Background: an optimization exercise with open tools, aiming at small area. Do not read the settings as production practice.
At most, simulation tests tie the RTL to the original design; equivalence was not proved.
Power is estimated from default activity; no workload was simulated.

== main ==
==> module coproc_lane_alu, before the edit <==
module coproc_lane_alu #(
    parameter int WIDTH  = 144,
    parameter int LANE_W = 8,
    parameter int DEPTH  = 4
) (
    input  logic                     clk,
    input  logic                     rst,
    input  logic [WIDTH-1:0]         din,
    input  logic                     din_valid,
    output logic                     din_ready,
    input  logic [2:0]               mode,
    input  logic [$clog2(DEPTH)-1:0] tap,
    input  logic                     clear,
    output logic [WIDTH-1:0]         dout,
    output logic                     dout_valid,
    input  logic                     dout_ready,
    output logic [15:0]              count
);
    localparam int LANES = WIDTH / LANE_W;
    logic [WIDTH-1:0] r_hist [0:DEPTH-1];
    logic [WIDTH-1:0] r_acc;
    logic [WIDTH-1:0] r_dout;
    logic [DEPTH-1:0] r_hv;           
    logic             r_av;           
    logic             r_dout_valid;
    logic [15:0]      r_count;
    logic             w_accept;
    logic             m_delay, m_add, m_sub, m_xor, m_acc;
    logic [WIDTH-1:0] w_a, w_b;
    logic [WIDTH-1:0] w_result;
    assign din_ready  = !r_dout_valid || dout_ready;
    assign w_accept   = din_valid && din_ready;
    assign dout       = r_dout;
    assign dout_valid = r_dout_valid;
    assign count      = r_count;
    assign m_delay = (mode == 3'd1);
    assign m_add   = (mode == 3'd2);
    assign m_sub   = (mode == 3'd3);
    assign m_xor   = (mode == 3'd4);
    assign m_acc   = (mode == 3'd5);
    logic s_din, s_h0, s_h0n, s_h1, s_h2, s_h3, s_acc;
    assign s_din = !m_delay;
    assign s_h0  = (m_add || m_xor || (m_delay && tap == 2'd0)) && !clear && r_hv[0];
    assign s_h0n = m_sub && !clear && r_hv[0];
    assign s_h1  = m_delay && tap == 2'd1 && !clear && r_hv[1];
    assign s_h2  = m_delay && tap == 2'd2 && !clear && r_hv[2];
    assign s_h3  = m_delay && tap == 2'd3 && !clear && r_hv[3];
    assign s_acc = m_acc && !clear && r_av;
    assign w_a = (din & {WIDTH{s_din}}) | (r_hist[1] & {WIDTH{s_h1}})
               | (r_hist[2] & {WIDTH{s_h2}}) | (r_hist[3] & {WIDTH{s_h3}});
    assign w_b = (r_hist[0] & {WIDTH{s_h0}}) | (~r_hist[0] & {WIDTH{s_h0n}}) | (r_acc & {WIDTH{s_acc}});
    always_comb begin
        for (int l = 0; l < LANES; l++) begin
            logic [7:0] p, g, c;
            logic [7:0] G1, P1, G2, P2;
            for (int i = 0; i < 8; i++) begin
                p[i] = w_a[l*8+i] ^ w_b[l*8+i];
                g[i] = w_a[l*8+i] & w_b[l*8+i] & !m_xor;
            end
            g[0] = g[0] | (p[0] & s_h0n);
            G1 = g; P1 = p;
            for (int i = 1; i < 8; i += 2) begin
                G1[i] = g[i] | (p[i] & g[i-1]);
                P1[i] = p[i] & p[i-1];
            end
            G2 = G1; P2 = P1;
            for (int j = 0; j < 8; j += 4) begin
                for (int i = j + 2; i < j + 4; i++) begin
                    G2[i] = G1[i] | (P1[i] & G1[j+1]);
                    P2[i] = P1[i] & P1[j+1];
                end
            end
            for (int i = 0; i < 8; i++) begin
                c[i] = (i < 4) ? G2[i] : (G2[i] | (P2[i] & G2[3]));
            end
            w_result[l*8]   = p[0] ^ s_h0n;
            for (int i = 1; i < 8; i++) begin
                w_result[l*8+i] = p[i] ^ c[i-1];
            end
        end
    end
    always_ff @(posedge clk or negedge rst) begin
        if (!rst) begin
            r_dout_valid <= 1'b0;
        end else if (w_accept) begin
            r_dout_valid <= 1'b1;
        end else if (dout_ready) begin
            r_dout_valid <= 1'b0;
        end
    end
    always_ff @(posedge clk) begin
        if (w_accept) begin
            r_dout <= w_result;
        end
    end
    always_ff @(posedge clk) begin
        if (w_accept) begin
            for (int k = DEPTH - 1; k > 0; k--) begin
                r_hist[k] <= r_hist[k-1];
            end
            r_hist[0] <= din;
        end
    end
    always_ff @(posedge clk or negedge rst) begin
        if (!rst) begin
            r_hv <= '0;
        end else if (w_accept) begin
            r_hv <= {(clear ? {(DEPTH-1){1'b0}} : r_hv[DEPTH-2:0]), 1'b1};
        end else if (clear) begin
            r_hv <= '0;
        end
    end
    always_ff @(posedge clk) begin
        if (w_accept && m_acc) begin
            r_acc <= w_result;
        end
    end
    always_ff @(posedge clk or negedge rst) begin
        if (!rst) begin
            r_av <= 1'b0;
        end else if (w_accept && m_acc) begin
            r_av <= 1'b1;
        end else if (clear) begin
            r_av <= 1'b0;
        end
    end
    always_ff @(posedge clk or negedge rst) begin
        if (!rst) begin
            r_count <= '0;
        end else if (w_accept) begin
            r_count <= (clear ? 16'd0 : r_count) + 16'd1;
        end else if (clear) begin
            r_count <= '0;
        end
    end
endmodule
==> flow/config.mk <==
export PLATFORM = sky130hd
export DESIGN_NAME = coproc_lane_alu
export DESIGN_NICKNAME = coproc_lane_alu
export VERILOG_FILES = /design/flow/design.v
export SDC_FILE = /design/flow/constraint.sdc
export NUM_CORES = 4
export LEC_CHECK = 0
export CAP_MARGIN = 20
export CORE_MARGIN = 2
export CORE_UTILIZATION = 55
export CTS_CLUSTER_DIAMETER = 100
export CTS_CLUSTER_SIZE = 25
export GPL_TIMING_DRIVEN = 0
export SETUP_SLACK_MARGIN = 0.1
export SLEW_MARGIN = 20
==> flow/constraint.sdc <==
create_clock -name core_clock -period 3.5 [get_ports {clk}]
set_input_delay 0.7000 -clock core_clock [delete_from_list [all_inputs] [get_ports {clk}]]
set_output_delay 0.7000 -clock core_clock [all_outputs]
set_load 0.01 [all_outputs]
standard.sh (not shown) runs the stock make flow with config.mk's settings and CLKGATE_MAP_FILE= SYNTH_SCRIPT=/design/flow/synth_recipe.tcl, a recipe that flattens the netlist after the stock synthesis.
==> flow/flow/run.sh <==
#!/bin/bash
set -euo pipefail
export BUFFER_PORTS_ARGS="-buffer_cell sky130_fd_sc_hd__buf_1"
export PRE_GLOBAL_PLACE_TCL="$(pwd)/flow/pre_gpl.tcl"
bash standard.sh > flow_make.log 2>&1
==> flow/flow/pre_gpl.tcl <==
# Drop synthesis's buffers; repair_design after placement buffers what needs it.
remove_buffers
In main the implementation completed, yet the final layout does not meet the checks, the culprit being setup timing.
--- input diff main..the feature branch ---
==> flow/design.v <==
module coproc_lane_alu #(
    parameter int WIDTH  = 144,
    parameter int LANE_W = 8,
    parameter int DEPTH  = 4
) (
    input  logic                     clk,
    input  logic                     rst,
    input  logic [WIDTH-1:0]         din,
    input  logic                     din_valid,
    output logic                     din_ready,
    input  logic [2:0]               mode,
    input  logic [$clog2(DEPTH)-1:0] tap,
    input  logic                     clear,
    output logic [WIDTH-1:0]         dout,
    output logic                     dout_valid,
    input  logic                     dout_ready,
    output logic [15:0]              count
);
    localparam int LANES = WIDTH / LANE_W;
    logic [WIDTH-1:0] r_hist [0:DEPTH-1];
    logic [WIDTH-1:0] r_acc;
    logic [WIDTH-1:0] r_dout;
    logic [DEPTH-1:0] r_hv;           
    logic             r_av;           
    logic             r_dout_valid;
    logic [15:0]      r_count;
    logic             w_accept;
    logic             m_delay, m_add, m_sub, m_xor, m_acc;
    logic [WIDTH-1:0] w_a, w_b;
    logic [WIDTH-1:0] w_result;
    assign din_ready  = !r_dout_valid || dout_ready;
    assign w_accept   = din_valid && din_ready;
    assign dout       = r_dout;
    assign dout_valid = r_dout_valid;
    assign count      = r_count;
    assign m_delay = (mode == 3'd1);
    assign m_add   = (mode == 3'd2);
    assign m_sub   = (mode == 3'd3);
    assign m_xor   = (mode == 3'd4);
    assign m_acc   = (mode == 3'd5);
    logic s_din, s_h0, s_h0n, s_h1, s_h2, s_h3, s_acc;
    assign s_din = !m_delay;
    assign s_h0  = (m_add || m_xor || (m_delay && tap == 2'd0)) && !clear && r_hv[0];
    assign s_h0n = m_sub && !clear && r_hv[0];
    assign s_h1  = m_delay && tap == 2'd1 && !clear && r_hv[1];
    assign s_h2  = m_delay && tap == 2'd2 && !clear && r_hv[2];
    assign s_h3  = m_delay && tap == 2'd3 && !clear && r_hv[3];
    assign s_acc = m_acc && !clear && r_av;
    assign w_a = (din & {WIDTH{s_din}}) | (r_hist[1] & {WIDTH{s_h1}})
               | (r_hist[2] & {WIDTH{s_h2}}) | (r_hist[3] & {WIDTH{s_h3}});
    assign w_b = (r_hist[0] & {WIDTH{s_h0}}) | (~r_hist[0] & {WIDTH{s_h0n}}) | (r_acc & {WIDTH{s_acc}});
    always_comb begin
        for (int l = 0; l < LANES; l++) begin
            logic [7:0] g, t, c;
            logic [7:0] G1, T1, G2, T2;
            for (int i = 0; i < 8; i++) begin
                g[i] = w_a[l*8+i] & (w_b[l*8+i] & !m_xor);
                t[i] = w_a[l*8+i] | w_b[l*8+i];
            end
            g[0] = g[0] | (t[0] & s_h0n);
            G1 = g; T1 = t;
            for (int i = 1; i < 8; i += 2) begin
                G1[i] = g[i] | (t[i] & g[i-1]);
                T1[i] = t[i] & t[i-1];
            end
            G2 = G1; T2 = T1;
            for (int j = 0; j < 8; j += 4) begin
                for (int i = j + 2; i < j + 4; i++) begin
                    G2[i] = G1[i] | (T1[i] & G1[j+1]);
                    T2[i] = T1[i] & T1[j+1];
                end
            end
            for (int i = 0; i < 8; i++) begin
                c[i] = (i < 4) ? G2[i] : (G2[i] | (T2[i] & G2[3]));
            end
            w_result[l*8] = w_a[l*8] ^ (w_b[l*8] ^ s_h0n);
            for (int i = 1; i < 8; i++) begin
                w_result[l*8+i] = w_a[l*8+i] ^ (w_b[l*8+i] ^ c[i-1]);
            end
        end
    end
    always_ff @(posedge clk or negedge rst) begin
        if (!rst) begin
            r_dout_valid <= 1'b0;
        end else if (w_accept) begin
            r_dout_valid <= 1'b1;
        end else if (dout_ready) begin
            r_dout_valid <= 1'b0;
        end
    end
    always_ff @(posedge clk) begin
        if (w_accept) begin
            r_dout <= w_result;
        end
    end
    always_ff @(posedge clk) begin
        if (w_accept) begin
            for (int k = DEPTH - 1; k > 0; k--) begin
                r_hist[k] <= r_hist[k-1];
            end
            r_hist[0] <= din;
        end
    end
    always_ff @(posedge clk or negedge rst) begin
        if (!rst) begin
            r_hv <= '0;
        end else if (w_accept) begin
            r_hv <= {(clear ? {(DEPTH-1){1'b0}} : r_hv[DEPTH-2:0]), 1'b1};
        end else if (clear) begin
            r_hv <= '0;
        end
    end
    always_ff @(posedge clk) begin
        if (w_accept && m_acc) begin
            r_acc <= w_result;
        end
    end
    always_ff @(posedge clk or negedge rst) begin
        if (!rst) begin
            r_av <= 1'b0;
        end else if (w_accept && m_acc) begin
            r_av <= 1'b1;
        end else if (clear) begin
            r_av <= 1'b0;
        end
    end
    always_ff @(posedge clk or negedge rst) begin
        if (!rst) begin
            r_count <= '0;
        end else if (w_accept) begin
            r_count <= (clear ? 16'd0 : r_count) + 16'd1;
        end else if (clear) begin
            r_count <= '0;
        end
    end
endmodule
==> comparison <==
- Status | the feature branch and main | clean except main
- Between main and the feature branch, proportion of synthesized area in mux cells increased.
- [the feature branch] setup slack at placement rose 1070 ps relative to main
- Re buffers plus inverters on the worst setup path: main was higher than the feature branch.
- From main to the feature branch the numbers moved as follows: average cell area after synthesis down 3.3 sq um; global routing met3 resource utilization increased 0.23 points; setup fix buffers added after clock tree synthesis went down 82%.
- Final area: the feature branch vs main down 3.7%
- The feature branch vs. main: overall routing resource usage moved down, total net switching power went up.
The RTL of main was laid out without a check of its function.

-- afterwards: timing with drivers on the ports --
In the flow no input, the clock included, has a driving cell. The finished layouts below were timed again as built, in two steps. Step 1 assumes that a clkbuf_16 drives the clock port and a buf_2 every other input. Step 2, shift: input delay + t, output delay - t, t = (earliest + latest rising clock arrival at the registers) / 2. This alone moves slack from input paths to output paths. a / b / c = ideal ports / drivers / drivers and shift; a / b = the first two.
run	shift t [ns]	setup slack, ns	worst setup path after step 2	clock arrival spread, ns	cell pins on the clock port's net
main	0.665	-0.465 / -0.458 / -1.123	input to register	0.017 / 0.017	1
the feature branch	0.672	0.162 / 0.196 / -0.462	input to register	0.049 / 0.049	1
Met with ideal ports but missed after step 2: setup timing in the feature branch. The setup slack of main, which loses most, moves by +0.007 ns with the drivers and by -0.658 ns with both steps.
